From an optimization exercise on the open Yosys and OpenROAD flow, aimed at small area, a short achievable clock period and few clock cycles per item; shortcuts taken in it are not production practice.
The RTL was checked by simulation tests, not by an equivalence proof against the original design.
Power and IR drop assume default switching activity.

===== flow/config.mk =====
export PLATFORM = sky130hd
export DESIGN_NAME = parallel_sort
export DESIGN_NICKNAME = parallel_sort
export VERILOG_FILES = /design/flow/design.v
export SDC_FILE = /design/flow/constraint.sdc
export NUM_CORES = 4
export LEC_CHECK = 0
export CAP_MARGIN = 20
export CORE_MARGIN = 2
export CORE_UTILIZATION = 30
export PLACE_DENSITY = 0.45
export SETUP_SLACK_MARGIN = 2.6
export SLEW_MARGIN = 20

===== flow/constraint.sdc =====
create_clock -name core_clock -period 5.0 [get_ports {clk}]
set_input_delay 1.0000 -clock core_clock [delete_from_list [all_inputs] [get_ports {clk}]]
set_output_delay 1.0000 -clock core_clock [all_outputs]
set_load 0.01 [all_outputs]

===== flow/design.v =====
`timescale 1ns/100ps
module compare_matrix
(
    input  logic [16*8-1:0]          keys,
    output logic [16*(16-1)/2-1:0]    lt
);
    function automatic logic key_lt(input logic [8-1:0] a,
                                    input logic [8-1:0] b);
        logic [7:0] l1, g1;
        logic [3:0] l2, g2;
        logic [1:0] l3, g3;
        for (int k = 0; k < 8; k++)
        begin
            l1[k] = ~a[k] & b[k];
            g1[k] = a[k] & ~b[k];
        end
        for (int k = 0; k < 4; k++)
        begin
            l2[k] = l1[2*k+1] | (~g1[2*k+1] & l1[2*k]);
            g2[k] = g1[2*k+1] | (~l1[2*k+1] & g1[2*k]);
        end
        for (int k = 0; k < 2; k++)
        begin
            l3[k] = l2[2*k+1] | (~g2[2*k+1] & l2[2*k]);
            g3[k] = g2[2*k+1] | (~l2[2*k+1] & g2[2*k]);
        end
        key_lt = l3[1] | (~g3[1] & l3[0]);
    endfunction
    for (genvar i = 1; i < 16; i++)
    begin : g_row
        for (genvar j = 0; j < i; j++)
        begin : g_col
            assign lt[i*(i-1)/2 + j] = key_lt(keys[i*8 +: 8],
                                              keys[j*8 +: 8]);
        end
    end
endmodule
`timescale 1ns/100ps
module rank_level1
(
    input  logic [16*(16-1)/2-1:0]    lt,
    output logic [16*5-1:0]                    ones,
    output logic [16*5-1:0]                    twos
);
    function automatic logic [1:0] rank_fa(input logic a, input logic b, input logic c);
        rank_fa = {(a & b) | (a & c) | (b & c), a ^ b ^ c};
    endfunction
    for (genvar i = 0; i < 16; i++)
    begin : g_lane
        logic [14:0] prior;
        for (genvar j = 0; j < 16; j++)
        begin : g_other
            if (j < i)
            begin : g_lower
                assign prior[j] = ~lt[i*(i-1)/2 + j];
            end
            else if (j > i)
            begin : g_upper
                assign prior[j-1] = lt[j*(j-1)/2 + i];
            end
        end
        for (genvar n = 0; n < 5; n++)
        begin : g_fa
            assign {twos[i*5 + n], ones[i*5 + n]} = rank_fa(prior[3*n], prior[3*n+1], prior[3*n+2]);
        end
    end
endmodule
module rank_level23
(
    input  logic [16*5-1:0]                    ones,
    input  logic [16*5-1:0]                    twos,
    output logic [16-1:0]                      bit0,
    output logic [16*3-1:0]                    twos_left,
    output logic [16*2-1:0]                    fours
);
    function automatic logic [1:0] rank_fa(input logic a, input logic b, input logic c);
        rank_fa = {(a & b) | (a & c) | (b & c), a ^ b ^ c};
    endfunction
    for (genvar i = 0; i < 16; i++)
    begin : g_lane
        logic [4:0] o, t;
        logic [1:0] f5, f6, f7, f8;
        assign o = ones[i*5 +: 5];
        assign t = twos[i*5 +: 5];
        assign f5 = rank_fa(o[0], o[1], o[2]);
        assign f7 = rank_fa(t[0], t[1], t[2]);
        assign f6 = rank_fa(f5[0], o[3], o[4]);
        assign f8 = rank_fa(t[3], t[4], f5[1]);
        assign bit0[i]            = f6[0];
        assign twos_left[i*3 +: 3] = {f6[1], f8[0], f7[0]};
        assign fours[i*2 +: 2]     = {f8[1], f7[1]};
    end
endmodule
module rank_digits
(
    input  logic [16-1:0]                      bit0,
    input  logic [16*3-1:0]                    twos_left,
    input  logic [16*2-1:0]                    fours,
    output logic [16*4-1:0]                    lo_hot,
    output logic [16*4-1:0]                    hi_hot
);
    function automatic logic [1:0] rank_fa(input logic a, input logic b, input logic c);
        rank_fa = {(a & b) | (a & c) | (b & c), a ^ b ^ c};
    endfunction
    for (genvar i = 0; i < 16; i++)
    begin : g_lane
        logic [1:0] f9;
        logic [1:0] lo;
        logic [2:0] f;
        assign f9 = rank_fa(twos_left[i*3], twos_left[i*3+1], twos_left[i*3+2]);
        assign lo = {f9[0], bit0[i]};
        assign f  = {f9[1], fours[i*2 +: 2]};
        for (genvar v = 0; v < 4; v++)
        begin : g_val
            assign lo_hot[i*4 + v] = (lo == v);
        end
        assign hi_hot[i*4 + 0] = ~(f[0] | f[1] | f[2]);
        assign hi_hot[i*4 + 1] = (f[0] ^ f[1] ^ f[2]) & ~(f[0] & f[1] & f[2]);
        assign hi_hot[i*4 + 2] = ((f[0] & f[1]) | (f[0] & f[2]) | (f[1] & f[2])) & ~(f[0] & f[1] & f[2]);
        assign hi_hot[i*4 + 3] = f[0] & f[1] & f[2];
    end
endmodule
`timescale 1ns/100ps
module rank_scatter
(
    input  logic [16*8-1:0]      keys,
    input  logic [16*4-1:0]                lo_hot,
    input  logic [16*4-1:0]                hi_hot,
    output logic [16*8-1:0]      slot_keys,
    output logic [16*4-1:0]      slot_index
);
    for (genvar s = 0; s < 16; s++)
    begin : g_slot
        logic [16-1:0] claim;
        logic [8-1:0] key_sel;
        logic [4-1:0] idx_sel;
        for (genvar l = 0; l < 16; l++)
        begin : g_lane
            assign claim[l] = hi_hot[l*4 + s/4] & lo_hot[l*4 + s%4];
        end
        always_comb
        begin
            key_sel = '0;
            idx_sel = '0;
            for (int l = 0; l < 16; l++)
            begin
                key_sel = key_sel | ({8{claim[l]}} & keys[l*8 +: 8]);
                idx_sel = idx_sel | ({4{claim[l]}} & l[4-1:0]);
            end
        end
        assign slot_keys[s*8 +: 8]  = key_sel;
        assign slot_index[s*4 +: 4] = idx_sel;
    end
endmodule
`timescale 1ns/100ps
module parallel_sort
(
    input  logic                                    clk,
    input  logic                                    rst,
    input  logic                                    in_valid,
    input  logic [16*8-1:0]      in_keys,
    output logic                                    out_valid,
    output logic [16*8-1:0]      out_keys,
    output logic [16*4-1:0]      out_index
);
    localparam int PAIRS = 16*(16-1)/2;
    logic [PAIRS-1:0]                   lt_next;
    logic                               s1_valid;
    logic [16*8-1:0] s1_keys;
    logic [PAIRS-1:0]                   s1_lt;
    logic [16*5-1:0]           ones;
    logic [16*5-1:0]           twos;
    logic [16-1:0]             bit0_next;
    logic [16*3-1:0]           twos_left_next;
    logic [16*2-1:0]           fours_next;
    logic                               s2_valid;
    logic [16*8-1:0] s2_keys;
    logic [16-1:0]             s2_bit0;
    logic [16*3-1:0]           s2_twos_left;
    logic [16*2-1:0]           s2_fours;
    logic [16*4-1:0]           lo_hot_next;
    logic [16*4-1:0]           hi_hot_next;
    logic                               s3_valid;
    logic [16*8-1:0] s3_keys;
    logic [16*4-1:0]           s3_lo_hot;
    logic [16*4-1:0]           s3_hi_hot;
    logic [16*8-1:0] slot_keys;
    logic [16*4-1:0] slot_index;
    compare_matrix compare_matrix_inst (
        .keys (in_keys),
        .lt   (lt_next)
    );
    rank_level1 rank_level1_inst (
        .lt   (s1_lt),
        .ones (ones),
        .twos (twos)
    );
    rank_level23 rank_level23_inst (
        .ones      (ones),
        .twos      (twos),
        .bit0      (bit0_next),
        .twos_left (twos_left_next),
        .fours     (fours_next)
    );
    rank_digits rank_digits_inst (
        .bit0      (s2_bit0),
        .twos_left (s2_twos_left),
        .fours     (s2_fours),
        .lo_hot    (lo_hot_next),
        .hi_hot    (hi_hot_next)
    );
    rank_scatter rank_scatter_inst (
        .keys       (s3_keys),
        .lo_hot     (s3_lo_hot),
        .hi_hot     (s3_hi_hot),
        .slot_keys  (slot_keys),
        .slot_index (slot_index)
    );
    always_ff @(posedge clk)
    begin
        if (rst)
        begin
            s1_valid  <= 1'b0;
            s2_valid  <= 1'b0;
            s3_valid  <= 1'b0;
            out_valid <= 1'b0;
        end
        else
        begin
            s1_valid  <= in_valid;
            s2_valid  <= s1_valid;
            s3_valid  <= s2_valid;
            out_valid <= s3_valid;
        end
    end
    always_ff @(posedge clk)
    begin
        s1_keys      <= in_keys;
        s1_lt        <= lt_next;
        s2_keys      <= s1_keys;
        s2_bit0      <= bit0_next;
        s2_twos_left <= twos_left_next;
        s2_fours     <= fours_next;
        s3_keys      <= s2_keys;
        s3_lo_hot    <= lo_hot_next;
        s3_hi_hot    <= hi_hot_next;
        out_keys     <= slot_keys;
        out_index    <= slot_index;
    end
endmodule

===== flow/flow/run.sh =====
#!/bin/bash
# The standard layout (standard.sh: the standard flow's synthesis, floorplan, placement,
# CTS, routing and finish), with one change: the port buffers that placement
# inserts on every input and output are plain buffers (buf_2) rather than the
# delay-buffer cell buffer_ports picks by default, so the resizer can size them
# for speed. The make output goes to flow.log in this folder; ORFS writes each
# step's own log under orfs/logs/.
set -euo pipefail
export BUFFER_PORTS_ARGS="-buffer_cell sky130_fd_sc_hd__buf_2"
bash standard.sh finish > flow.log 2>&1

===== flow/standard.sh =====
#!/bin/bash
# synth_recipe.tcl (not shown) runs the flow's synth.tcl, then flattens the netlist and writes it again
# the make line also repeats each setting of config.mk as NAME=value (left out here)
make -C /OpenROAD-flow-scripts/flow DESIGN_CONFIG=/design/flow/config.mk WORK_HOME=/design/flow/orfs CLKGATE_MAP_FILE= SYNTH_SCRIPT=/design/flow/synth_recipe.tcl "${@:-finish}"

==> flow_summary.html, run 1 <==
<table>
<tr><th>Metric</th><th>Value</th></tr>
<tr><th colspan="2">Routing</th></tr>
<tr><td>Detailed router's first-iteration violation count</td><td>between 10000 and 15000</td></tr>
<tr><td>Routed WL per cell</td><td>around 48 um</td></tr>
<tr><td>Vias/cell</td><td>7.19</td></tr>
<tr><td>Detailed Route WL</td><td>390 mm</td></tr>
<tr><td>Number of search-and-repair iterations in the first detailed-routing pass</td><td>9</td></tr>
<tr><td>DRC</td><td>0</td></tr>
<tr><td>Final ANT Viol Nets</td><td>0</td></tr>
<tr><td>Routed vias</td><td>~58000</td></tr>
<tr><th colspan="2">Timing</th></tr>
<tr><td>Final Slew Violations</td><td>0</td></tr>
<tr><td>Worst-Margin Slew</td><td>1180 ps</td></tr>
<tr><td>Endpoints failing setup</td><td>0</td></tr>
<tr><td>Final period utilization</td><td>around 59%</td></tr>
<tr><td>Accumulated negative setup slack</td><td>0 ps</td></tr>
<tr><td>Max Freq</td><td>0.338 GHz</td></tr>
<tr><td>Worst slew margin relative to its limit</td><td>a little over a fifth</td></tr>
<tr><td>RSZ-0062 raised after global routing</td><td>yes</td></tr>
<tr><td>Smallest hold slack</td><td>approximately 290 ps</td></tr>
<tr><td>Final Hold Vio Count</td><td>0</td></tr>
<tr><td>Worst clock skew on the final layout</td><td>about 93 ps</td></tr>
<tr><td>Final critical delay including setup and external delays</td><td>2950 ps</td></tr>
<tr><th colspan="2">Worst setup path</th></tr>
<tr><td>Critical path depth</td><td>5</td></tr>
<tr><td>Cell with the largest stage delay on the worst path</td><td>sky130_fd_sc_hd__nand4_1</td></tr>
<tr><td>Startpoint type of the worst setup path</td><td>register</td></tr>
<tr><td>CP Capture Type</td><td>register</td></tr>
<tr><td>CP Max Fanout</td><td>12</td></tr>
<tr><td>Arrival @ worst endpoint</td><td>3250 ps</td></tr>
<tr><td>Worst path required time</td><td>5300 ps</td></tr>
<tr><td>Kind of cell adding the most delay to the critical path</td><td>simple AND/OR/NAND/NOR gates</td></tr>
<tr><td>CP peak stage delay</td><td>900 ps</td></tr>
<tr><td>RR Startpoint</td><td>s3_lo_hot[1]</td></tr>
<tr><td>Number of buffers and inverters on the critical path</td><td>1</td></tr>
<tr><td>Number of cell instances on the worst register-to-register path</td><td>5</td></tr>
<tr><td>Critical path class</td><td>reg -&gt; reg</td></tr>
<tr><td>Crit-path cells</td><td>buf_4 -&gt; and2_1 -&gt; a22o_1 -&gt; a221oi_1 -&gt; nand4_1</td></tr>
<tr><td>R2r setup slk</td><td>just over 2000 ps</td></tr>
<tr><td>Capture instance of the worst register-to-register path</td><td>out_keys[77]</td></tr>
<tr><th colspan="2">Outcome</th></tr>
<tr><td>Result of the run</td><td>finished clean</td></tr>
<tr><th colspan="2">Logic synthesis</th></tr>
<tr><td>Synth Flop Type</td><td>sky130_fd_sc_hd__dfxtp_1</td></tr>
<tr><td>Share of Yosys cell area claimed by the top area cell type</td><td>between 30% and 40%</td></tr>
<tr><td>Part of the Yosys area used for sequential elements</td><td>between 30% and 40%</td></tr>
<tr><td>Post-synthesis sequential element count</td><td>between 900 and 1000</td></tr>
<tr><td>Leading post-synthesis cells by instance count</td><td>sky130_fd_sc_hd__dfxtp_1 (924), sky130_fd_sc_hd__clkbuf_1 (781), sky130_fd_sc_hd__a221oi_1 (491)</td></tr>
<tr><td>Most common cell in the synthesized netlist</td><td>sky130_fd_sc_hd__dfxtp_1</td></tr>
<tr><td>Syn Area/Cell</td><td>~8.8 um2</td></tr>
<tr><td>Number of instances in the synthesized netlist</td><td>5824</td></tr>
<tr><td>Biggest area consumer among synthesized cells</td><td>sky130_fd_sc_hd__dfxtp_1</td></tr>
<tr><td>Synthesized area</td><td>slightly above 0.05 mm2</td></tr>
<tr><td>Async SR Flop Fraction</td><td>0%</td></tr>
<tr><td>Number of warnings printed during yosys synthesis</td><td>6</td></tr>
<tr><td>Synthesized Nets</td><td>slightly above 6000</td></tr>
<tr><td>Synth top area cells</td><td>sky130_fd_sc_hd__dfxtp_1 (36%), sky130_fd_sc_hd__a221oi_1 (8.4%), sky130_fd_sc_hd__fa_1 (6.9%)</td></tr>
<tr><td>Number of synthesized flops with an enable pin</td><td>0</td></tr>
<tr><td>Number of different library cells in the post-synthesis netlist</td><td>55</td></tr>
<tr><th colspan="2">GRT</th></tr>
<tr><td>Pin count of the biggest net entering global routing</td><td>30</td></tr>
<tr><td>Wire length of the first global-routing pass</td><td>510 mm</td></tr>
<tr><td>GRT overflow</td><td>0</td></tr>
<tr><td>Antenna violations before repair</td><td>63</td></tr>
<tr><td>Total global routing track utilization</td><td>between 40 and 50%</td></tr>
<tr><td>Via count of the first global-routing pass</td><td>between 50000 and 60000</td></tr>
<tr><th colspan="2">Hold path</th></tr>
<tr><td>Number of stages on the worst hold path</td><td>0</td></tr>
<tr><td>Worst min-delay path endpoint</td><td>s3_keys[77]</td></tr>
<tr><td>Hold WC Path Type</td><td>reg -&gt; reg</td></tr>
<tr><td>Hold Crit Start</td><td>s2_keys[77]</td></tr>
<tr><th colspan="2">Pwr</th></tr>
<tr><td>Power density over the cells</td><td>roughly 600 mW/mm2</td></tr>
<tr><td>Overall power</td><td>~0.035 W</td></tr>
<tr><td>Leakage</td><td>between 20 and 25 nW</td></tr>
<tr><td>Worst supply voltage drop on vdd</td><td>0.284 mV</td></tr>
<tr><th colspan="2">Placed design</th></tr>
<tr><td>Number of port buffers</td><td>323</td></tr>
<tr><td>Placed Cells incl. Taps</td><td>approximately 7700</td></tr>
<tr><td>Estimated wirelength of the detail-placed design</td><td>about 270 mm</td></tr>
<tr><td>Final weighted congestion in routability-driven placement</td><td>approximately 1.1</td></tr>
<tr><td>Placement-stage cell area</td><td>0.0541 mm2</td></tr>
<tr><th colspan="2">Floorplanning</th></tr>
<tr><td>Y dimension of the die</td><td>about 420 um</td></tr>
<tr><td>Die width</td><td>approximately 420 um</td></tr>
<tr><td>Placeable Area</td><td>0.169 mm2</td></tr>
<tr><td>I/O Pins</td><td>approximately 320</td></tr>
<tr><td>Total die area</td><td>0.174 mm2</td></tr>
<tr><td>FP Rows</td><td>approximately 150</td></tr>
<tr><td>Initial core utilization</td><td>approximately 30%</td></tr>
<tr><th colspan="2">Clock tree</th></tr>
<tr><td>Hold-fix buffer count after cts</td><td>0</td></tr>
<tr><td>TritonCTS clock tree</td><td>done</td></tr>
<tr><td>Source-to-sink clock delay at the later pin of the worst-skew pair</td><td>between 800 and 900 ps</td></tr>
<tr><td>Cts bufs inserted</td><td>a little over 100</td></tr>
<tr><td>Clock Path Buffers</td><td>3</td></tr>
<tr><td>Clock-pin slew on the worst setup and hold paths</td><td>70 ps</td></tr>
<tr><td>CTS sink count</td><td>924</td></tr>
<tr><td>Maximum level of the CTS H-tree</td><td>3</td></tr>
<tr><td>Clk root buf</td><td>sky130_fd_sc_hd__clkbuf_16</td></tr>
<tr><th colspan="2">Finish</th></tr>
<tr><td>Area Overhead vs Synth</td><td>15.6%</td></tr>
<tr><td>Fraction of layout cells with a size suffix above 1</td><td>a little under a fifth</td></tr>
<tr><td>Post-Layout Cell Count</td><td>approximately 8000</td></tr>
<tr><td>Number of inserted filler cells in the final layout</td><td>17500</td></tr>
<tr><td>Area of the multi-input gates</td><td>between 0.02 and 0.03 mm2</td></tr>
<tr><td>Post-Layout Inst Area</td><td>roughly 0.06 mm2</td></tr>
<tr><td>Register area</td><td>between 0.015 and 0.02 mm2</td></tr>
<tr><td>Number of nets in the final layout</td><td>about 6000</td></tr>
<tr><th colspan="2">Run</th></tr>
<tr><td>Maximum Capacitance Violations</td><td>0</td></tr>
</table>
sequential cells by signal, summed over array words and instances, names as in the netlist:
register and flops:
out_index 64, out_keys 128, s2_keys 128, s1_lt 120, s1_valid 1, out_valid 1
s3_valid 1, s2_bit0 16, s2_fours 32, s2_valid 1, s2_twos_left 48, s3_hi_hot 64
s3_keys 128, s1_keys 128, s3_lo_hot 64
routing by layer:
metal	share of wire, %	GRT usage [%]
met1	35	47.8
met2	41	62.9
met3	12	16.8
met4	12	41.5
met5	0.069	0.945
kinds of logic (layout without fill, tap and decap cells):
family / after synthesis / after routing / share of synthesized area (%)
AO/OA/AOI/OAI: 2047 / 2047 / 30.4
AND/OR/NAND/NOR: 1292 / 1292 / 13.2
buffers and inverters: 1152 / 1091 / 8.57
flip-flops: 924 / 924 / 36.2
adder cells (fa/ha/maj): 409 / 409 / 11.6
other: 0 / 67 / 0
what timing repair did:
item	in CTS	in global routing
setup endpoints to repair	100	85
cloned	5	1
buffers inserted	50	20
pin swaps	2	5
resized for setup	100	147
placed cells by master, fill, tap and decap left out, types with 16 or more instances in the layout:
| cell type | instances |
|---|---|
| sky130_fd_sc_hd__a21oi_1 | 223 |
| sky130_fd_sc_hd__a21oi_2 | 16 |
| sky130_fd_sc_hd__a221oi_1 | 482 |
| sky130_fd_sc_hd__a22o_1 | 391 |
| sky130_fd_sc_hd__a22oi_1 | 58 |
| sky130_fd_sc_hd__a2bb2oi_1 | 46 |
| sky130_fd_sc_hd__a31oi_1 | 67 |
| sky130_fd_sc_hd__a32o_1 | 75 |
| sky130_fd_sc_hd__a32oi_1 | 61 |
| sky130_fd_sc_hd__and2_1 | 238 |
| sky130_fd_sc_hd__and2_4 | 20 |
| sky130_fd_sc_hd__buf_2 | 273 |
| sky130_fd_sc_hd__buf_4 | 272 |
| sky130_fd_sc_hd__clkbuf_16 | 102 |
| sky130_fd_sc_hd__clkbuf_4 | 18 |
| sky130_fd_sc_hd__clkbuf_8 | 16 |
| sky130_fd_sc_hd__clkinv_2 | 27 |
| sky130_fd_sc_hd__clkinvlp_4 | 42 |
| sky130_fd_sc_hd__dfxtp_1 | 883 |
| sky130_fd_sc_hd__dfxtp_2 | 38 |
| sky130_fd_sc_hd__diode_2 | 67 |
| sky130_fd_sc_hd__fa_1 | 174 |
| sky130_fd_sc_hd__ha_1 | 32 |
| sky130_fd_sc_hd__inv_1 | 249 |
| sky130_fd_sc_hd__maj3_1 | 114 |
| sky130_fd_sc_hd__maj3_2 | 87 |
| sky130_fd_sc_hd__nand2_1 | 268 |
| sky130_fd_sc_hd__nand2b_1 | 110 |
| sky130_fd_sc_hd__nand3_1 | 94 |
| sky130_fd_sc_hd__nand4_1 | 128 |
| sky130_fd_sc_hd__nor2_1 | 205 |
| sky130_fd_sc_hd__nor2b_1 | 65 |
| sky130_fd_sc_hd__nor3_1 | 43 |
| sky130_fd_sc_hd__nor4_1 | 60 |
| sky130_fd_sc_hd__o21ai_0 | 238 |
| sky130_fd_sc_hd__o21ai_1 | 18 |
| sky130_fd_sc_hd__o221ai_1 | 118 |
| sky130_fd_sc_hd__o221ai_2 | 19 |
| sky130_fd_sc_hd__o22ai_1 | 133 |
area by class of cell:
class                           instances  share of cell area (%)
Inverter                              319                    2.32
Clock inverter                         54                    1.03
Timing Repair inverter                  6                  0.0762
Sequential cell                       924                    31.4
Timing Repair Buffer                  579                    6.42
Multi-Input combinational cell       3748                    49.0
Antenna cell                           67                   0.284
Clock buffer                          133                    4.79
Tap cell                             2218                    4.70
worst max-delay path by stage:
stage	start	to	slack (ps)
after floorplan	in_keys[112]	s1_lt[101]	2270
after global placement	in_keys[118]	s1_lt[98]	940
after detailed placement	in_keys[84]	s1_lt[88]	1290
after CTS	in_keys[85]	s1_lt[88]	2450
after global routing	s3_lo_hot[9]	out_keys[77]	2140
final	s3_lo_hot[1]	out_keys[77]	2050
worst reg2reg max path: cells and delay by family, from the launching register on:
kind,cells,cell delay [ps]
AND/OR/NAND/NOR,2,1210
flip-flops,1,440
buffers and inverters,1,270
AO/OA/AOI/OAI,2,510
power breakdown:
part / total, W / switching [W] / internal (W)
combinational: 0.0153 / 0.0104 / 0.00493
sequential: 0.0122 / 0.00279 / 0.00937
clock: 0.00783 / 0.00340 / 0.00443
total: 0.0353 / 0.0166 / 0.0187
stage by stage:
| step | worst slack, ps | utilization [%] |
|---|---|---|
| global route | 2140 | 34.8 |
| CTS | 2450 | 34.5 |
| global placement | 944 | 32.0 |
| floorplan | 2270 | - |
| finish | 2050 | 34.9 |
| detailed placement | 1290 | 32.0 |
Testbench counts, summed over its fixed seeds: cycles 8,032, sets 8,000.
==> run 2: changes to the inputs <==
--- a/flow/design.v
+++ b/flow/design.v
@@ -164,6 +164,8 @@
     output logic [16*4-1:0]      out_index
 );
     localparam int PAIRS = 16*(16-1)/2;
+    logic                               s0_valid;
+    logic [16*8-1:0] s0_keys;
     logic [PAIRS-1:0]                   lt_next;
     logic                               s1_valid;
     logic [16*8-1:0] s1_keys;
@@ -187,7 +189,7 @@
     logic [16*8-1:0] slot_keys;
     logic [16*4-1:0] slot_index;
     compare_matrix compare_matrix_inst (
-        .keys (in_keys),
+        .keys (s0_keys),
         .lt   (lt_next)
     );
     rank_level1 rank_level1_inst (
@@ -220,6 +222,7 @@
     begin
         if (rst)
         begin
+            s0_valid  <= 1'b0;
             s1_valid  <= 1'b0;
             s2_valid  <= 1'b0;
             s3_valid  <= 1'b0;
@@ -227,7 +230,8 @@
         end
         else
         begin
-            s1_valid  <= in_valid;
+            s0_valid  <= in_valid;
+            s1_valid  <= s0_valid;
             s2_valid  <= s1_valid;
             s3_valid  <= s2_valid;
             out_valid <= s3_valid;
@@ -235,7 +239,8 @@
     end
     always_ff @(posedge clk)
     begin
-        s1_keys      <= in_keys;
+        s0_keys      <= in_keys;
+        s1_keys      <= s0_keys;
         s1_lt        <= lt_next;
         s2_keys      <= s1_keys;
         s2_bit0      <= bit0_next;
--- a/flow/config.mk
+++ b/flow/config.mk
@@ -8,6 +8,8 @@
 export CAP_MARGIN = 20
 export CORE_MARGIN = 2
 export CORE_UTILIZATION = 30
+export CTS_CLUSTER_DIAMETER = 100
+export CTS_CLUSTER_SIZE = 30
 export PLACE_DENSITY = 0.45
 export SETUP_SLACK_MARGIN = 2.6
 export SLEW_MARGIN = 20
==> run 2 against run 1 <==
Maximum frequency is 16% higher. Power is 1.5% lower. Non-clock buffer count is 66 higher. Combinational power hardly changed. Wire length is 8.7% higher. Core utilization is 0.83 points lower. Final area is 2.9% higher. Synthesized area is 5.4% higher. First-iteration DRC count is 1.6% lower. Synthesized cell count is 2.9% higher. Critical path depth is 1 lower. Highest routed layer unchanged.
==> flow_summary.html, run 2 <==
<table>
<tr><th>Metric</th><th>Value</th></tr>
<tr><th colspan="2">GRT</th></tr>
<tr><td>Antenna violations before repair</td><td>53 (-16%)</td></tr>
<tr><td>GRT overflow</td><td>0 (unchanged)</td></tr>
<tr><td>Wire length of the first global-routing pass</td><td>551 mm (+8.0%)</td></tr>
<tr><td>Via count of the first global-routing pass</td><td>56000 (+4.0%)</td></tr>
<tr><td>Total global routing track utilization</td><td>44.3% (+1.1 points)</td></tr>
<tr><td>Pin count of the biggest net entering global routing</td><td>31 (+3.3%)</td></tr>
<tr><th colspan="2">Logic synthesis</th></tr>
<tr><td>Biggest area consumer among synthesized cells</td><td>sky130_fd_sc_hd__dfxtp_1</td></tr>
<tr><td>Leading post-synthesis cells by instance count</td><td>sky130_fd_sc_hd__dfxtp_1 (1053), sky130_fd_sc_hd__clkbuf_1 (784), sky130_fd_sc_hd__a221oi_1 (548)</td></tr>
<tr><td>Number of warnings printed during yosys synthesis</td><td>6 (unchanged)</td></tr>
<tr><td>Fraction of synthesized area in multiplexers</td><td>0% (unchanged)</td></tr>
<tr><td>Synthesized Nets</td><td>6333 (+2.8%)</td></tr>
<tr><td>Post-synthesis share of cell area spent on xor and xnor gates</td><td>0% (unchanged)</td></tr>
<tr><td>Number of instances in the synthesized netlist</td><td>5994 (+2.9%)</td></tr>
<tr><td>Synth Flop Type</td><td>sky130_fd_sc_hd__dfxtp_1</td></tr>
<tr><td>Most common cell in the synthesized netlist</td><td>sky130_fd_sc_hd__dfxtp_1</td></tr>
<tr><td>Synthesized area</td><td>0.0539 mm2 (+5.4%)</td></tr>
<tr><td>Number of synthesized flops with an enable pin</td><td>0 (unchanged)</td></tr>
<tr><td>Largest family of logic cells by synthesized area</td><td>compound AO/OA/AOI/OAI gates</td></tr>
<tr><td>Post-synthesis sequential element count</td><td>1053 (+14%)</td></tr>
<tr><td>Post-synthesis simple-gate area fraction</td><td>12.5% (-0.68 points)</td></tr>
<tr><td>Part of the Yosys area used for sequential elements</td><td>39.1% (+2.9 points)</td></tr>
<tr><td>Adder-cell share of the synthesized area</td><td>10.0% (-1.6 points)</td></tr>
<tr><td>Share of Yosys cell area claimed by the top area cell type</td><td>39.1% (+2.9 points)</td></tr>
<tr><td>Compound-cell area share of the yosys netlist</td><td>30.1% (-0.31 points)</td></tr>
<tr><td>Syn Area/Cell</td><td>8.99 um2 (+2.4%)</td></tr>
<tr><td>Synth top area cells</td><td>sky130_fd_sc_hd__dfxtp_1 (39%), sky130_fd_sc_hd__a221oi_1 (8.9%), sky130_fd_sc_hd__fa_1 (6.5%)</td></tr>
<tr><td>Number of different library cells in the post-synthesis netlist</td><td>61 (+11%)</td></tr>
<tr><td>Async SR Flop Fraction</td><td>0% (unchanged)</td></tr>
<tr><th colspan="2">Timing</th></tr>
<tr><td>Accumulated negative setup slack</td><td>0 ps (unchanged)</td></tr>
<tr><td>Final Hold Vio Count</td><td>0 (unchanged)</td></tr>
<tr><td>RSZ-0062 raised after global routing</td><td>yes</td></tr>
<tr><td>Max Freq</td><td>0.393 GHz (+16%)</td></tr>
<tr><td>Worst-Margin Slew</td><td>1320 ps (+143 ps)</td></tr>
<tr><td>Final period utilization</td><td>50.9% (-8.1 points)</td></tr>
<tr><td>Worst clock skew on the final layout</td><td>73.5 ps (-19.5 ps)</td></tr>
<tr><td>Endpoints failing setup</td><td>0 (unchanged)</td></tr>
<tr><td>Final critical delay including setup and external delays</td><td>2550 ps (-407 ps)</td></tr>
<tr><td>Worst slew margin relative to its limit</td><td>12.1% (-9.5 points)</td></tr>
<tr><td>Final Slew Violations</td><td>0 (unchanged)</td></tr>
<tr><th colspan="2">Floorplanning</th></tr>
<tr><td>FP Rows</td><td>155 (+2.6%)</td></tr>
<tr><td>I/O Pins</td><td>324 (unchanged)</td></tr>
<tr><td>Placeable Area</td><td>0.178 mm2 (+5.4%)</td></tr>
<tr><td>Initial core utilization</td><td>30.2% (about the same)</td></tr>
<tr><td>Y dimension of the die</td><td>428 um (+2.7%)</td></tr>
<tr><td>Die width</td><td>428 um (+2.7%)</td></tr>
<tr><td>Total die area</td><td>0.183 mm2 (+5.4%)</td></tr>
<tr><th colspan="2">Worst setup path</th></tr>
<tr><td>Arrival @ worst endpoint</td><td>3010 ps (-240 ps)</td></tr>
<tr><td>Worst setup startpoint</td><td>s3_lo_hot[57]</td></tr>
<tr><td>Critical path class</td><td>reg -&gt; reg</td></tr>
<tr><td>Startpoint type of the worst setup path</td><td>register</td></tr>
<tr><td>CP Capture Type</td><td>register</td></tr>
<tr><td>CP Max Fanout</td><td>10 (-2)</td></tr>
<tr><td>RR Startpoint</td><td>s3_lo_hot[57]</td></tr>
<tr><td>Worst path required time</td><td>5460 ps (+160 ps)</td></tr>
<tr><th colspan="2">Clock tree</th></tr>
<tr><td>Maximum level of the CTS H-tree</td><td>2 (-1)</td></tr>
<tr><td>CTS sink count</td><td>1053 (+14%)</td></tr>
<tr><td>Clock-pin slew on the worst setup and hold paths</td><td>110 ps (+40 ps)</td></tr>
<tr><td>Cts bufs inserted</td><td>52 (-49%)</td></tr>
<tr><td>Source-to-sink clock delay at the later pin of the worst-skew pair</td><td>820 ps (about the same)</td></tr>
<tr><td>Clk root buf</td><td>sky130_fd_sc_hd__clkbuf_16</td></tr>
<tr><td>TritonCTS clock tree</td><td>done</td></tr>
<tr><td>Clock Path Buffers</td><td>3 (unchanged)</td></tr>
<tr><th colspan="2">Routing</th></tr>
<tr><td>Vias/cell</td><td>7.24 (+0.64%)</td></tr>
<tr><td>Final ANT Viol Nets</td><td>0 (unchanged)</td></tr>
<tr><td>Routed WL per cell</td><td>51.1 um (+5.5%)</td></tr>
<tr><td>Detailed router's first-iteration violation count</td><td>10500 (-1.6%)</td></tr>
<tr><td>Detailed Route WL</td><td>424 mm (+8.7%)</td></tr>
<tr><td>Routed vias</td><td>60000 (+3.6%)</td></tr>
<tr><td>DRC</td><td>0 (unchanged)</td></tr>
<tr><td>Number of search-and-repair iterations in the first detailed-routing pass</td><td>11 (+2)</td></tr>
<tr><th colspan="2">Placed design</th></tr>
<tr><td>Placement-stage cell area</td><td>0.0571 mm2 (+5.5%)</td></tr>
<tr><td>Estimated wirelength of the detail-placed design</td><td>292 mm (+9.4%)</td></tr>
<tr><td>Final weighted congestion in routability-driven placement</td><td>1.08 (-4.6%)</td></tr>
<tr><td>Number of port buffers</td><td>323 (unchanged)</td></tr>
<tr><th colspan="2">Pwr</th></tr>
<tr><td>Power density over the cells</td><td>572 mW/mm2 (-4.3%)</td></tr>
<tr><td>Flop pwr share</td><td>39.6% (+5.2 points)</td></tr>
<tr><td>Switch share</td><td>49.5% (+2.6 points)</td></tr>
<tr><td>Combinational share of power</td><td>44.5% (+1.1 points)</td></tr>
<tr><td>Clock share of power</td><td>15.9% (-6.3 points)</td></tr>
<tr><td>Leakage</td><td>23.1 nW (+2.1%)</td></tr>
<tr><td>Worst supply voltage drop on vdd</td><td>0.357 mV (+26%)</td></tr>
<tr><td>P_int</td><td>0.0176 W (-6.3%)</td></tr>
<tr><td>Net switching power</td><td>0.0172 W (+3.9%)</td></tr>
<tr><th colspan="2">Finish</th></tr>
<tr><td>Most frequent standard cell in the layout excluding fill and tap cells</td><td>sky130_fd_sc_hd__dfxtp_1</td></tr>
<tr><td>Post-Layout Inst Area</td><td>0.0608 mm2 (+2.9%)</td></tr>
<tr><td>Fraction of layout cells with a size suffix above 1</td><td>17.5% (-1.1 points)</td></tr>
<tr><td>Commonest cells after routing, fill and taps aside</td><td>sky130_fd_sc_hd__dfxtp_1 (932), sky130_fd_sc_hd__a221oi_1 (533), sky130_fd_sc_hd__a22o_1 (375)</td></tr>
<tr><td>Area Overhead vs Synth</td><td>12.8%</td></tr>
<tr><td>Number of nets in the final layout</td><td>6187 (+2.8%)</td></tr>
<tr><th colspan="2">Hold path</th></tr>
<tr><td>Hold WC Path Type</td><td>in -&gt; reg</td></tr>
<tr><td>Hold Crit Start</td><td>in_keys[23]</td></tr>
<tr><th colspan="2">Outcome</th></tr>
<tr><td>Result of the run</td><td>finished clean</td></tr>
<tr><th colspan="2">Run</th></tr>
<tr><td>Maximum Capacitance Violations</td><td>0 (unchanged)</td></tr>
</table>
## run 2: stage by stage
stage | utilization (%) | total power, W | cells | worst slack, ps | hold WS, ps
floorplan | - | 0.0192 | 5994 | 2980 | 310
global placement | 32.0 | 0.0279 | 8065 | 554 | 310
detailed placement | 32.0 | 0.0279 | 8065 | 1030 | 312
CTS | 33.6 | 0.0335 | 8190 | 2520 | 261
global route | 34.0 | 0.0352 | 8238 | 2540 | 261
finish | 34.1 | 0.0348 | 8286 | 2450 | 273
## run 2: layout make-up
| class | instances | area, um2 |
|---|---|---|
| Fill cell | 18400 | 118000 |
| Multi-Input combinational cell | 3767 | 29000 |
| Sequential cell | 1053 | 21300 |
| Timing Repair Buffer | 645 | 4200 |
| Tap cell | 2355 | 2950 |
| Inverter | 323 | 1380 |
| Clock buffer | 53 | 1310 |
| Clock inverter | 27 | 537 |
| Antenna cell | 57 | 143 |
| Timing Repair inverter | 6 | 40.0 |
## run 2: critical path, stage by stage, from the launching register on
cell and delay (ps):
sky130_fd_sc_hd__dfxtp_1 550, sky130_fd_sc_hd__and2_1 550, sky130_fd_sc_hd__a32o_1 330, sky130_fd_sc_hd__a221oi_1 270, sky130_fd_sc_hd__nand4_1 480
## run 2: metal layers
metal,wire (um),up-vias,global-route usage [%],part of all wire (%)
li1,-,22100,-,-
met1,145000,29400,48.7,34
met2,176000,6196,65.4,42
met3,51400,2282,17.4,12
met4,50500,26,41.3,12
met5,336,-,1.01,0.079
## run 2: logic make-up (layout without fill, tap and decap cells)
logic type | count (synthesis) | after routing
AOI/OAI and AO/OA | 2090 | 2090
DFF | 1053 | 1053
other | 0 | 57
buffers and inverters | 1174 | 1054
and+or+nand+nor | 1323 | 1323
adders and majority gates | 354 | 354
## run 2: worst paths after layout
| path | to | slack [ps] | cells after the start |
|---|---|---|---|
| max | out_keys[11] | 2450 | 4 |
| min reg2reg | s3_keys[119] | 320 | 0 |
| max reg2reg | out_keys[11] | 2450 | 4 |
| min | s0_keys[23] | 270 | 1 |
## run 2: power groups by stage
stage,Combinational (W),Sequential [W],Clock (W)
2_1_floorplan,0.00752,0.0117,0
4_1_cts,0.0145,0.0134,0.00562
3_5_place_dp,0.0144,0.0135,0
6_report,0.0155,0.0138,0.00554
3_3_place_gp,0.0144,0.0135,0
5_1_grt,0.0157,0.0136,0.00589
## run 2: timing repair
| item | in CTS | in global routing |
|---|---|---|
| hold buffers | 0 | 0 |
| gates cloned | 4 | 3 |
| pin swaps | 7 | 21 |
| gates resized for setup | 172 | 144 |
| setup endpoints to repair | 117 | 95 |
| setup buffers | 41 | 35 |
Testbench counts of run 2, summed over its fixed seeds: cycles 8,040, sets 8,000.
==> run 3: changes to the inputs <==
==> flow/flow/run.sh (replaced) <==
#!/bin/bash
# The standard layout (standard.sh: the standard flow's synthesis, floorplan, placement,
# CTS, routing and finish), with two changes:
#  - the port buffers that placement inserts on every input and output are
#    plain buffers (buf_2) rather than the delay-buffer cell buffer_ports
#    picks by default, so the resizer can size them for speed;
#  - before the placement resizer, flip-flops with a large fanout are given a
#    stronger drive of the same cell (flow/upsize_flops.tcl).
# The make output goes to flow.log in this folder; ORFS writes each step's
# own log under orfs/logs/.
set -euo pipefail
export BUFFER_PORTS_ARGS="-buffer_cell sky130_fd_sc_hd__buf_2"
export PRE_RESIZE_TCL="$PWD/flow/upsize_flops.tcl"
bash standard.sh finish > flow.log 2>&1
==> flow/flow/upsize_flops.tcl (new file) <==
# Before the placement resizer runs: flip-flops whose output drives many
# pins get a stronger drive (same cell type, larger size), since the
# resizer leaves register sizes alone. Fanout 4 and up: _4; 2 to 3: _2.
set n2 0
set n4 0
foreach inst [get_cells -quiet -filter "ref_name == sky130_fd_sc_hd__dfxtp_1"] {
  set q [get_pins -quiet -of_objects $inst -filter "direction == output"]
  if {[llength $q] == 0} { continue }
  set net [get_nets -quiet -of_objects $q]
  if {[llength $net] == 0} { continue }
  set fo [llength [get_pins -quiet -of_objects $net -filter "direction == input"]]
  if {$fo >= 4} {
    replace_cell $inst sky130_fd_sc_hd__dfxtp_4
    incr n4
  } elseif {$fo >= 2} {
    replace_cell $inst sky130_fd_sc_hd__dfxtp_2
    incr n2
  }
}
puts "upsize_flops: $n4 to dfxtp_4, $n2 to dfxtp_2"
--- a/flow/config.mk
+++ b/flow/config.mk
@@ -8,8 +8,8 @@
 export CAP_MARGIN = 20
 export CORE_MARGIN = 2
 export CORE_UTILIZATION = 30
-export CTS_CLUSTER_DIAMETER = 100
-export CTS_CLUSTER_SIZE = 30
+export CTS_CLUSTER_DIAMETER = 90
+export CTS_CLUSTER_SIZE = 25
 export PLACE_DENSITY = 0.45
 export SETUP_SLACK_MARGIN = 2.6
 export SLEW_MARGIN = 20
==> run 3 against run 2 <==
Still clean. Count of clock-buffer cells in the layout rose by 32. First-iteration DRC count down 1.2%. Final area up 1.7%. Synthesized cell count did not move. Clock skew is 17 ps lower. Hold slack improved by 29 ps. Non-clock buffer count down 21. Critical path type unchanged.
==> flow_summary.html, run 3 <==
<table>
<tr><th>Metric</th><th>Value</th></tr>
<tr><th colspan="2">Floorplanning</th></tr>
<tr><td>Initial core utilization</td><td>30.2% (unchanged)</td></tr>
<tr><td>Die width</td><td>428 um (unchanged)</td></tr>
<tr><td>Placeable Area</td><td>0.178 mm2 (unchanged)</td></tr>
<tr><td>Y dimension of the die</td><td>428 um (unchanged)</td></tr>
<tr><td>Total die area</td><td>0.183 mm2 (unchanged)</td></tr>
<tr><td>I/O Pins</td><td>324 (unchanged)</td></tr>
<tr><td>FP Rows</td><td>155 (unchanged)</td></tr>
<tr><th colspan="2">Logic synthesis</th></tr>
<tr><td>Number of synthesized flops with an enable pin</td><td>0 (unchanged)</td></tr>
<tr><td>Async SR Flop Fraction</td><td>0% (unchanged)</td></tr>
<tr><td>Synthesized area</td><td>0.0539 mm2 (unchanged)</td></tr>
<tr><td>Leading post-synthesis cells by instance count</td><td>sky130_fd_sc_hd__dfxtp_1 (1053), sky130_fd_sc_hd__clkbuf_1 (784), sky130_fd_sc_hd__a221oi_1 (548)</td></tr>
<tr><td>Synthesized Nets</td><td>6333 (unchanged)</td></tr>
<tr><td>Number of warnings printed during yosys synthesis</td><td>6 (unchanged)</td></tr>
<tr><td>Biggest area consumer among synthesized cells</td><td>sky130_fd_sc_hd__dfxtp_1</td></tr>
<tr><td>Number of different library cells in the post-synthesis netlist</td><td>61 (unchanged)</td></tr>
<tr><td>Post-synthesis sequential element count</td><td>1053 (unchanged)</td></tr>
<tr><td>Syn Area/Cell</td><td>8.99 um2 (unchanged)</td></tr>
<tr><td>Synth Flop Type</td><td>sky130_fd_sc_hd__dfxtp_1</td></tr>
<tr><td>Number of instances in the synthesized netlist</td><td>5994 (unchanged)</td></tr>
<tr><td>Part of the Yosys area used for sequential elements</td><td>39.1% (unchanged)</td></tr>
<tr><td>Share of Yosys cell area claimed by the top area cell type</td><td>39.1% (unchanged)</td></tr>
<tr><td>Synth top area cells</td><td>sky130_fd_sc_hd__dfxtp_1 (39%), sky130_fd_sc_hd__a221oi_1 (8.9%), sky130_fd_sc_hd__fa_1 (6.5%)</td></tr>
<tr><td>Most common cell in the synthesized netlist</td><td>sky130_fd_sc_hd__dfxtp_1</td></tr>
<tr><th colspan="2">Pwr</th></tr>
<tr><td>Power density over the cells</td><td>581 mW/mm2 (+1.6%)</td></tr>
<tr><td>Overall power</td><td>0.0359 W (+3.3%)</td></tr>
<tr><td>Leakage</td><td>23.3 nW (+1.0%)</td></tr>
<tr><td>Worst supply voltage drop on vdd</td><td>0.246 mV (-31%)</td></tr>
<tr><th colspan="2">GRT</th></tr>
<tr><td>GRT overflow</td><td>0 (unchanged)</td></tr>
<tr><td>Antenna violations before repair</td><td>62 (+17%)</td></tr>
<tr><td>Pin count of the biggest net entering global routing</td><td>30 (-3.2%)</td></tr>
<tr><td>Total global routing track utilization</td><td>44.5% (+0.16 points)</td></tr>
<tr><td>Via count of the first global-routing pass</td><td>56100 (+0.11%)</td></tr>
<tr><td>Wire length of the first global-routing pass</td><td>552 mm (+0.13%)</td></tr>
<tr><th colspan="2">Worst setup path</th></tr>
<tr><td>Number of cell instances on the worst register-to-register path</td><td>5 (+1)</td></tr>
<tr><td>Startpoint type of the worst setup path</td><td>register</td></tr>
<tr><td>Critical path class</td><td>reg -&gt; reg</td></tr>
<tr><td>Worst path required time</td><td>5610 ps (+150 ps)</td></tr>
<tr><td>Cell with the largest stage delay on the worst path</td><td>sky130_fd_sc_hd__a222oi_1</td></tr>
<tr><td>CP Max Fanout</td><td>19 (+9)</td></tr>
<tr><td>CP Capture Type</td><td>register</td></tr>
<tr><td>Crit-path cells</td><td>clkinv_2 -&gt; a222oi_1 -&gt; a221oi_1 -&gt; o221ai_2 -&gt; a22oi_1</td></tr>
<tr><td>Arrival @ worst endpoint</td><td>3120 ps (+110 ps)</td></tr>
<tr><td>CP peak stage delay</td><td>610 ps (+60 ps)</td></tr>
<tr><th colspan="2">Routing</th></tr>
<tr><td>Routed WL per cell</td><td>51.2 um (+0.15%)</td></tr>
<tr><td>Detailed Route WL</td><td>425 mm (+0.31%)</td></tr>
<tr><td>Detailed router's first-iteration violation count</td><td>10400 (-1.2%)</td></tr>
<tr><td>Final ANT Viol Nets</td><td>0 (unchanged)</td></tr>
<tr><td>Routed vias</td><td>60200 (+0.36%)</td></tr>
<tr><td>Vias/cell</td><td>7.25 (+0.21%)</td></tr>
<tr><td>DRC</td><td>0 (unchanged)</td></tr>
<tr><td>Number of search-and-repair iterations in the first detailed-routing pass</td><td>9 (-2)</td></tr>
<tr><th colspan="2">Timing</th></tr>
<tr><td>Worst slew margin relative to its limit</td><td>9.91% (-2.2 points)</td></tr>
<tr><td>Final period utilization</td><td>50.2% (-0.75 points)</td></tr>
<tr><td>Final Slew Violations</td><td>0 (unchanged)</td></tr>
<tr><td>Final critical delay including setup and external delays</td><td>2510 ps (-37.6 ps)</td></tr>
<tr><td>Worst clock skew on the final layout</td><td>56.1 ps (-17.4 ps)</td></tr>
<tr><td>Worst-Margin Slew</td><td>1350 ps (+33.3 ps)</td></tr>
<tr><td>Endpoints failing setup</td><td>0 (unchanged)</td></tr>
<tr><td>Max Freq</td><td>0.398 GHz (+1.5%)</td></tr>
<tr><td>Smallest hold slack</td><td>302 ps (+29.4 ps)</td></tr>
<tr><td>Final Hold Vio Count</td><td>0 (unchanged)</td></tr>
<tr><td>RSZ-0062 raised after global routing</td><td>yes</td></tr>
<tr><td>Accumulated negative setup slack</td><td>0 ps (unchanged)</td></tr>
<tr><td>Final setup slack of the worst path</td><td>2490 ps (+37.6 ps)</td></tr>
<tr><th colspan="2">Finish</th></tr>
<tr><td>Commonest cells after routing, fill and taps aside</td><td>sky130_fd_sc_hd__dfxtp_1 (647), sky130_fd_sc_hd__a221oi_1 (536), sky130_fd_sc_hd__a22o_1 (375)</td></tr>
<tr><td>Number of inserted filler cells in the final layout</td><td>18300 (-0.80%)</td></tr>
<tr><td>Fraction of layout cells with a size suffix above 1</td><td>21.6% (+4.1 points)</td></tr>
<tr><td>Most frequent standard cell in the layout excluding fill and tap cells</td><td>sky130_fd_sc_hd__dfxtp_1</td></tr>
<tr><td>Number of nets in the final layout</td><td>6175 (-0.19%)</td></tr>
<tr><td>Area Overhead vs Synth</td><td>14.7%</td></tr>
<tr><td>Post-Layout Cell Count</td><td>8299 (+0.16%)</td></tr>
<tr><th colspan="2">Hold path</th></tr>
<tr><td>Hold WC Path Type</td><td>reg -&gt; reg</td></tr>
<tr><td>Number of stages on the worst hold path</td><td>0 (-1)</td></tr>
<tr><th colspan="2">Clock tree</th></tr>
<tr><td>TritonCTS clock tree</td><td>done</td></tr>
<tr><td>Clk root buf</td><td>sky130_fd_sc_hd__clkbuf_16</td></tr>
<tr><td>Clock-pin slew on the worst setup and hold paths</td><td>100 ps (about the same)</td></tr>
<tr><td>Clock Path Buffers</td><td>3 (unchanged)</td></tr>
<tr><td>Cts bufs inserted</td><td>66 (+27%)</td></tr>
<tr><td>Source-to-sink clock delay at the later pin of the worst-skew pair</td><td>770 ps (-50 ps)</td></tr>
<tr><td>Maximum level of the CTS H-tree</td><td>3 (+1)</td></tr>
<tr><td>CTS sink count</td><td>1053 (unchanged)</td></tr>
<tr><th colspan="2">Run</th></tr>
<tr><td>Maximum Capacitance Violations</td><td>0 (unchanged)</td></tr>
<tr><th colspan="2">Placed design</th></tr>
<tr><td>Pre-CTS setup slack</td><td>1880 ps (+854 ps)</td></tr>
<tr><td>Placed Cells incl. Taps</td><td>8065 (unchanged)</td></tr>
<tr><td>Final weighted congestion in routability-driven placement</td><td>1.08 (unchanged)</td></tr>
<tr><td>Number of port buffers</td><td>323 (unchanged)</td></tr>
<tr><td>Estimated wirelength of the detail-placed design</td><td>293 mm (about the same)</td></tr>
<tr><th colspan="2">Outcome</th></tr>
<tr><td>Result of the run</td><td>finished clean</td></tr>
</table>
[run 3: final timing paths]
check,start,endpoint,slack [ps]
worst max-delay path,s0_keys[106],s1_lt[79],2490
worst min-delay path,s2_keys[29],s3_keys[29],300
worst max register to register,s0_keys[106],s1_lt[79],2490
worst min register to register,s2_keys[29],s3_keys[29],300
[run 3: logic make-up after synthesis]
kind of cell	after synthesis	share of synthesized area, %
buffers and inverters	1174	8.27
and+or+nand+nor	1323	12.5
AOI/OAI and AO/OA	2090	30.1
adders and majority gates	354	10.0
DFF	1053	39.1
[run 3: critical path: cells and delay by family, from the launching register on]
kind / cells / cell delay [ps]
AOI/OAI and AO/OA: 4 / 1500
DFF: 1 / 460
buffers and inverters: 1 / 380
[run 3: stage by stage]
step                      util, %  area (um2)
after floorplan                 -       53900
after global placement       32.0       57100
after detailed placement     32.5       58000
after CTS                    34.2       61000
after global routing         34.6       61700
final                        34.6       61800
[run 3: power by group]
part	internal [W]	switching, W	leakage (nW)
Combinational	0.00495	0.0105	13.3
Clock	0.00277	0.00358	1.10
Sequential	0.0108	0.00331	8.95
[run 3: layout make-up]
type / instances / area, um2 / area share, %
diodes: 55 / 138 / 0.223
clock buffers: 85 / 1750 / 2.84
clock inverters: 36 / 568 / 0.919
inverters: 323 / 1330 / 2.15
multi-input cells: 3767 / 28900 / 46.8
flip-flops and latches: 1053 / 22000 / 35.7
well taps: 2355 / 2950 / 4.77
repair buffers: 624 / 4090 / 6.62
repair inverters: 1 / 5.00 / 0.00810
[run 3: layer usage]
metal  routed length [um]  vias up  track usage (%)
met3                50800     2301             17.5
met2               175000     6168             65.4
met4                51500       22             41.6
li1                     -    22100                -
met5                  263        -           0.0520
met1               147000    29500             49.0
[run 3: timing repair]
action                                  4_1_cts  5_1_grt
pin swaps                                     6       18
endpoints found under the setup margin       71       63
cloned                                        0        3
gates resized for setup                      96       96
setup buffers                                35       19
hold buffers                                  0        0
==> run 4: changes to the inputs <==
--- a/flow/design.v
+++ b/flow/design.v
@@ -164,8 +164,6 @@
     output logic [16*4-1:0]      out_index
 );
     localparam int PAIRS = 16*(16-1)/2;
-    logic                               s0_valid;
-    logic [16*8-1:0] s0_keys;
     logic [PAIRS-1:0]                   lt_next;
     logic                               s1_valid;
     logic [16*8-1:0] s1_keys;
@@ -189,7 +187,7 @@
     logic [16*8-1:0] slot_keys;
     logic [16*4-1:0] slot_index;
     compare_matrix compare_matrix_inst (
-        .keys (s0_keys),
+        .keys (in_keys),
         .lt   (lt_next)
     );
     rank_level1 rank_level1_inst (
@@ -222,7 +220,6 @@
     begin
         if (rst)
         begin
-            s0_valid  <= 1'b0;
             s1_valid  <= 1'b0;
             s2_valid  <= 1'b0;
             s3_valid  <= 1'b0;
@@ -230,8 +227,7 @@
         end
         else
         begin
-            s0_valid  <= in_valid;
-            s1_valid  <= s0_valid;
+            s1_valid  <= in_valid;
             s2_valid  <= s1_valid;
             s3_valid  <= s2_valid;
             out_valid <= s3_valid;
@@ -239,8 +235,7 @@
     end
     always_ff @(posedge clk)
     begin
-        s0_keys      <= in_keys;
-        s1_keys      <= s0_keys;
+        s1_keys      <= in_keys;
         s1_lt        <= lt_next;
         s2_keys      <= s1_keys;
         s2_bit0      <= bit0_next;
==> run 4 against run 3 <==
Clock power is 19% lower. Still clean on timing, DRC and antenna. Critical path type is now in -> reg. Global-route usage down 1.5 points. Maximum frequency decreased by 0.12%. Sequential cell count down 129. Synthesized cell count decreased by 2.8%.
==> flow_summary.html, run 4 <==
<table>
<tr><th>Metric</th><th>Value</th></tr>
<tr><th colspan="2">Floorplanning</th></tr>
<tr><td>Initial core utilization</td><td>30.2% (about the same)</td></tr>
<tr><td>I/O Pins</td><td>324 (unchanged)</td></tr>
<tr><td>FP Rows</td><td>151 (-2.6%)</td></tr>
<tr><td>Total die area</td><td>0.174 mm2 (-5.1%)</td></tr>
<tr><td>Die width</td><td>417 um (-2.6%)</td></tr>
<tr><td>Y dimension of the die</td><td>417 um (-2.6%)</td></tr>
<tr><td>Placeable Area</td><td>0.169 mm2 (-5.1%)</td></tr>
<tr><th colspan="2">Finish</th></tr>
<tr><td>Fraction of layout cells with a size suffix above 1</td><td>21.9% (+0.24 points)</td></tr>
<tr><td>Final core area utilization</td><td>34.4% (-0.29 points)</td></tr>
<tr><td>Number of nets in the final layout</td><td>5969 (-3.3%)</td></tr>
<tr><td>Area Overhead vs Synth</td><td>13.8%</td></tr>
<tr><td>Commonest cells after routing, fill and taps aside</td><td>sky130_fd_sc_hd__dfxtp_1 (618), sky130_fd_sc_hd__a221oi_1 (480), sky130_fd_sc_hd__a22o_1 (391)</td></tr>
<tr><td>Most frequent standard cell in the layout excluding fill and tap cells</td><td>sky130_fd_sc_hd__dfxtp_1</td></tr>
<tr><th colspan="2">Logic synthesis</th></tr>
<tr><td>Most common cell in the synthesized netlist</td><td>sky130_fd_sc_hd__dfxtp_1</td></tr>
<tr><td>Leading post-synthesis cells by instance count</td><td>sky130_fd_sc_hd__dfxtp_1 (924), sky130_fd_sc_hd__clkbuf_1 (781), sky130_fd_sc_hd__a221oi_1 (491)</td></tr>
<tr><td>Number of synthesized flops with an enable pin</td><td>0 (unchanged)</td></tr>
<tr><td>Part of the Yosys area used for sequential elements</td><td>36.2% (-2.9 points)</td></tr>
<tr><td>Synth Flop Type</td><td>sky130_fd_sc_hd__dfxtp_1</td></tr>
<tr><td>Syn Area/Cell</td><td>8.78 um2 (-2.4%)</td></tr>
<tr><td>Synth top area cells</td><td>sky130_fd_sc_hd__dfxtp_1 (36%), sky130_fd_sc_hd__a221oi_1 (8.4%), sky130_fd_sc_hd__fa_1 (6.9%)</td></tr>
<tr><td>Async SR Flop Fraction</td><td>0% (unchanged)</td></tr>
<tr><td>Synthesized area</td><td>0.0511 mm2 (-5.2%)</td></tr>
<tr><td>Number of instances in the synthesized netlist</td><td>5824 (-2.8%)</td></tr>
<tr><td>Post-synthesis sequential element count</td><td>924 (-12%)</td></tr>
<tr><td>Number of warnings printed during yosys synthesis</td><td>6 (unchanged)</td></tr>
<tr><td>Biggest area consumer among synthesized cells</td><td>sky130_fd_sc_hd__dfxtp_1</td></tr>
<tr><td>Synthesized Nets</td><td>6163 (-2.7%)</td></tr>
<tr><td>Number of different library cells in the post-synthesis netlist</td><td>55 (-9.8%)</td></tr>
<tr><td>Share of Yosys cell area claimed by the top area cell type</td><td>36.2% (-2.9 points)</td></tr>
<tr><th colspan="2">Hold path</th></tr>
<tr><td>Number of stages on the worst hold path</td><td>0 (unchanged)</td></tr>
<tr><td>Hold Crit Start</td><td>s2_keys[22]</td></tr>
<tr><td>Hold WC Path Type</td><td>reg -&gt; reg</td></tr>
<tr><td>Worst min-delay path endpoint</td><td>s3_keys[22]</td></tr>
<tr><th colspan="2">Routing</th></tr>
<tr><td>Final ANT Viol Nets</td><td>0 (unchanged)</td></tr>
<tr><td>Detailed router's first-iteration violation count</td><td>10700 (+2.6%)</td></tr>
<tr><td>Number of search-and-repair iterations in the first detailed-routing pass</td><td>7 (-2)</td></tr>
<tr><td>Vias/cell</td><td>7.23 (-0.36%)</td></tr>
<tr><td>Detailed Route WL</td><td>388 mm (-8.6%)</td></tr>
<tr><td>Routed vias</td><td>57400 (-4.6%)</td></tr>
<tr><td>Routed WL per cell</td><td>48.9 um (-4.5%)</td></tr>
<tr><td>DRC</td><td>0 (unchanged)</td></tr>
<tr><th colspan="2">Timing</th></tr>
<tr><td>Final period utilization</td><td>50.3% (+0.058 points)</td></tr>
<tr><td>Final Slew Violations</td><td>0 (unchanged)</td></tr>
<tr><td>Final Hold Vio Count</td><td>0 (unchanged)</td></tr>
<tr><td>Accumulated negative setup slack</td><td>0 ps (unchanged)</td></tr>
<tr><td>Worst slew margin relative to its limit</td><td>22.4% (+13 points)</td></tr>
<tr><td>RSZ-0062 raised after global routing</td><td>yes</td></tr>
<tr><td>Max Freq</td><td>0.398 GHz (-0.12%)</td></tr>
<tr><td>Worst clock skew on the final layout</td><td>64.0 ps (+7.95 ps)</td></tr>
<tr><td>Endpoints failing setup</td><td>0 (unchanged)</td></tr>
<tr><td>Worst-Margin Slew</td><td>1160 ps (-189 ps)</td></tr>
<tr><td>Final critical delay including setup and external delays</td><td>2510 ps (+2.92 ps)</td></tr>
<tr><td>Smallest hold slack</td><td>286 ps (-16.4 ps)</td></tr>
<tr><th colspan="2">Worst setup path</th></tr>
<tr><td>CP Max Fanout</td><td>21 (+2)</td></tr>
<tr><td>R2r setup slk</td><td>2580 ps (+90 ps)</td></tr>
<tr><td>Worst path required time</td><td>5560 ps (-50 ps)</td></tr>
<tr><td>Number of cell instances on the worst register-to-register path</td><td>6 (+1)</td></tr>
<tr><td>RR Startpoint</td><td>s3_hi_hot[4]</td></tr>
<tr><td>Arrival @ worst endpoint</td><td>3080 ps (-40 ps)</td></tr>
<tr><td>Startpoint type of the worst setup path</td><td>input pin</td></tr>
<tr><td>Critical path class</td><td>in -&gt; reg</td></tr>
<tr><td>Capture instance of the worst register-to-register path</td><td>out_keys[31]</td></tr>
<tr><td>CP Capture Type</td><td>register</td></tr>
<tr><th colspan="2">Placed design</th></tr>
<tr><td>Estimated wirelength of the detail-placed design</td><td>267 mm (-8.7%)</td></tr>
<tr><td>Number of port buffers</td><td>323 (unchanged)</td></tr>
<tr><td>Final weighted congestion in routability-driven placement</td><td>1.14 (+4.8%)</td></tr>
<tr><th colspan="2">GRT</th></tr>
<tr><td>Total global routing track utilization</td><td>43.0% (-1.5 points)</td></tr>
<tr><td>GRT overflow</td><td>0 (unchanged)</td></tr>
<tr><td>Antenna violations before repair</td><td>79 (+27%)</td></tr>
<tr><td>Pin count of the biggest net entering global routing</td><td>30 (unchanged)</td></tr>
<tr><td>Wire length of the first global-routing pass</td><td>508 mm (-7.9%)</td></tr>
<tr><td>Via count of the first global-routing pass</td><td>53700 (-4.3%)</td></tr>
<tr><th colspan="2">Clock tree</th></tr>
<tr><td>Clock-pin slew on the worst setup and hold paths</td><td>110 ps (about the same)</td></tr>
<tr><td>CTS sink count</td><td>924 (-12%)</td></tr>
<tr><td>Maximum level of the CTS H-tree</td><td>2 (-1)</td></tr>
<tr><td>Clk root buf</td><td>sky130_fd_sc_hd__clkbuf_16</td></tr>
<tr><td>TritonCTS clock tree</td><td>done</td></tr>
<tr><td>Hold-fix buffer count after cts</td><td>0 (unchanged)</td></tr>
<tr><td>Cts bufs inserted</td><td>54 (-18%)</td></tr>
<tr><td>Clock Path Buffers</td><td>3 (unchanged)</td></tr>
<tr><td>Source-to-sink clock delay at the later pin of the worst-skew pair</td><td>760 ps (about the same)</td></tr>
<tr><th colspan="2">Outcome</th></tr>
<tr><td>Result of the run</td><td>finished clean</td></tr>
<tr><th colspan="2">Pwr</th></tr>
<tr><td>Worst supply voltage drop on vdd</td><td>0.355 mV (+44%)</td></tr>
<tr><td>Leakage</td><td>21.8 nW (-6.4%)</td></tr>
<tr><td>Power density over the cells</td><td>564 mW/mm2 (-2.9%)</td></tr>
<tr><th colspan="2">Run</th></tr>
<tr><td>Maximum Capacitance Violations</td><td>0 (unchanged)</td></tr>
</table>
==> run 4: cell families after synthesis <==
family	share of synthesized area, %
adders and majority gates	11.6
DFF	36.2
and+or+nand+nor	13.2
buffers and inverters	8.57
AOI/OAI and AO/OA	30.4
==> run 4: per-layer routing <==
| metal | share of wire, % | global-route usage (%) |
|---|---|---|
| met1 | 35 | 47.5 |
| met5 | 0.097 | 1.56 |
| met4 | 12 | 40.4 |
| met2 | 42 | 63.1 |
| met3 | 12 | 16.5 |
==> run 4: repair_timing <==
item	4_1_cts	5_1_grt
setup endpoints to repair	101	83
pin swaps	1	6
setup buffers	48	17
gates cloned	5	2
gates resized for setup	102	109
==> run 4: power by group <==
| group | total, W | switching, W | internal, W |
|---|---|---|---|
| combinational | 0.0153 | 0.0104 | 0.00490 |
| clock | 0.00512 | 0.00297 | 0.00214 |
| sequential | 0.0125 | 0.00275 | 0.00970 |
==> run 4: metrics by stage <==
step / std cells / cell area, um2 / total power (W) / setup WS, ps
finish: 7942 / 58200 / 0.0328 / 2490
global route: 7898 / 58000 / 0.0333 / 2520
floorplan: 5824 / 52000 / 0.0181 / 2270
CTS: 7861 / 57400 / 0.0315 / 2450
detailed placement: 7717 / 54800 / 0.0263 / 1310
global placement: 7716 / 54100 / 0.0260 / 944
==> run 4: final cells by class <==
cell class / instances / area (um2)
sequential: 924 / 19200
multi-input combinational: 3748 / 28900
antenna: 59 / 148
timing repair buffer: 576 / 3800
fill: 17500 / 111000
clock buffer: 66 / 1400
tap: 2218 / 2780
timing repair inverter: 7 / 50.0
clock inverter: 25 / 414
inverter: 319 / 1390
==> run 4: worst max-delay path by stage <==
stage | from | endpoint | slack [ps] | depth (start not counted)
2_1_floorplan | in_keys[112] | s1_lt[101] | 2270 | 7
4_1_cts | in_keys[85] | s1_lt[88] | 2450 | 7
3_3_place_gp | in_keys[118] | s1_lt[98] | 940 | 6
3_5_place_dp | in_keys[84] | s1_lt[88] | 1310 | 7
5_1_grt | in_keys[64] | s1_lt[31] | 2520 | 9
6_report | in_keys[24] | s1_lt[5] | 2490 | 8
==> run 4: worst max-delay path, cell delays in order <==
cell and delay [ps]:
sky130_fd_sc_hd__clkbuf_4 300, sky130_fd_sc_hd__nor2_1 120, sky130_fd_sc_hd__a21oi_1 180, sky130_fd_sc_hd__nor2_1 100, sky130_fd_sc_hd__maj3_1 360, sky130_fd_sc_hd__maj3_1 370, sky130_fd_sc_hd__a21oi_2 350, sky130_fd_sc_hd__o21ai_0 270
Testbench counts of run 4, summed over its fixed seeds: cycles 8,032, sets 8,000.

## port drivers added, routing unchanged
How much do the figures lean on ideal ports? The routed layouts below were timed once more, with nothing changed but the port constraints.
Step 1: set_driving_cell puts a clkbuf_16 on clk and a buf_2 on each other input, an assumption about the parent block.
Step 2 adds t to the input delays and takes it off the output delays; t is the mean of the earliest and latest rising clock arrival at the registers after step 1. Input paths then give back, and output paths get back, about the clock's delay inside the block.
Slacks: ideal ports / drivers / drivers and shift; pairs: ideal ports / drivers.
run	shift t [ns]	slack for setup (ns)	worst slew at a driven data input, ns
run 1	0.869	2.045 / 2.045 / 1.715	0.12
run 2	0.876	2.453 / 2.453 / 2.453	0.13
run 3	0.837	2.490 / 2.490 / 2.490	0.11
run 4	0.823	2.487 / 2.550 / 1.733	0.12
After both steps every run listed still meets setup and hold. The setup slack of run 4, which loses most, moves by +0.063 ns with the drivers and by -0.754 ns with both steps.
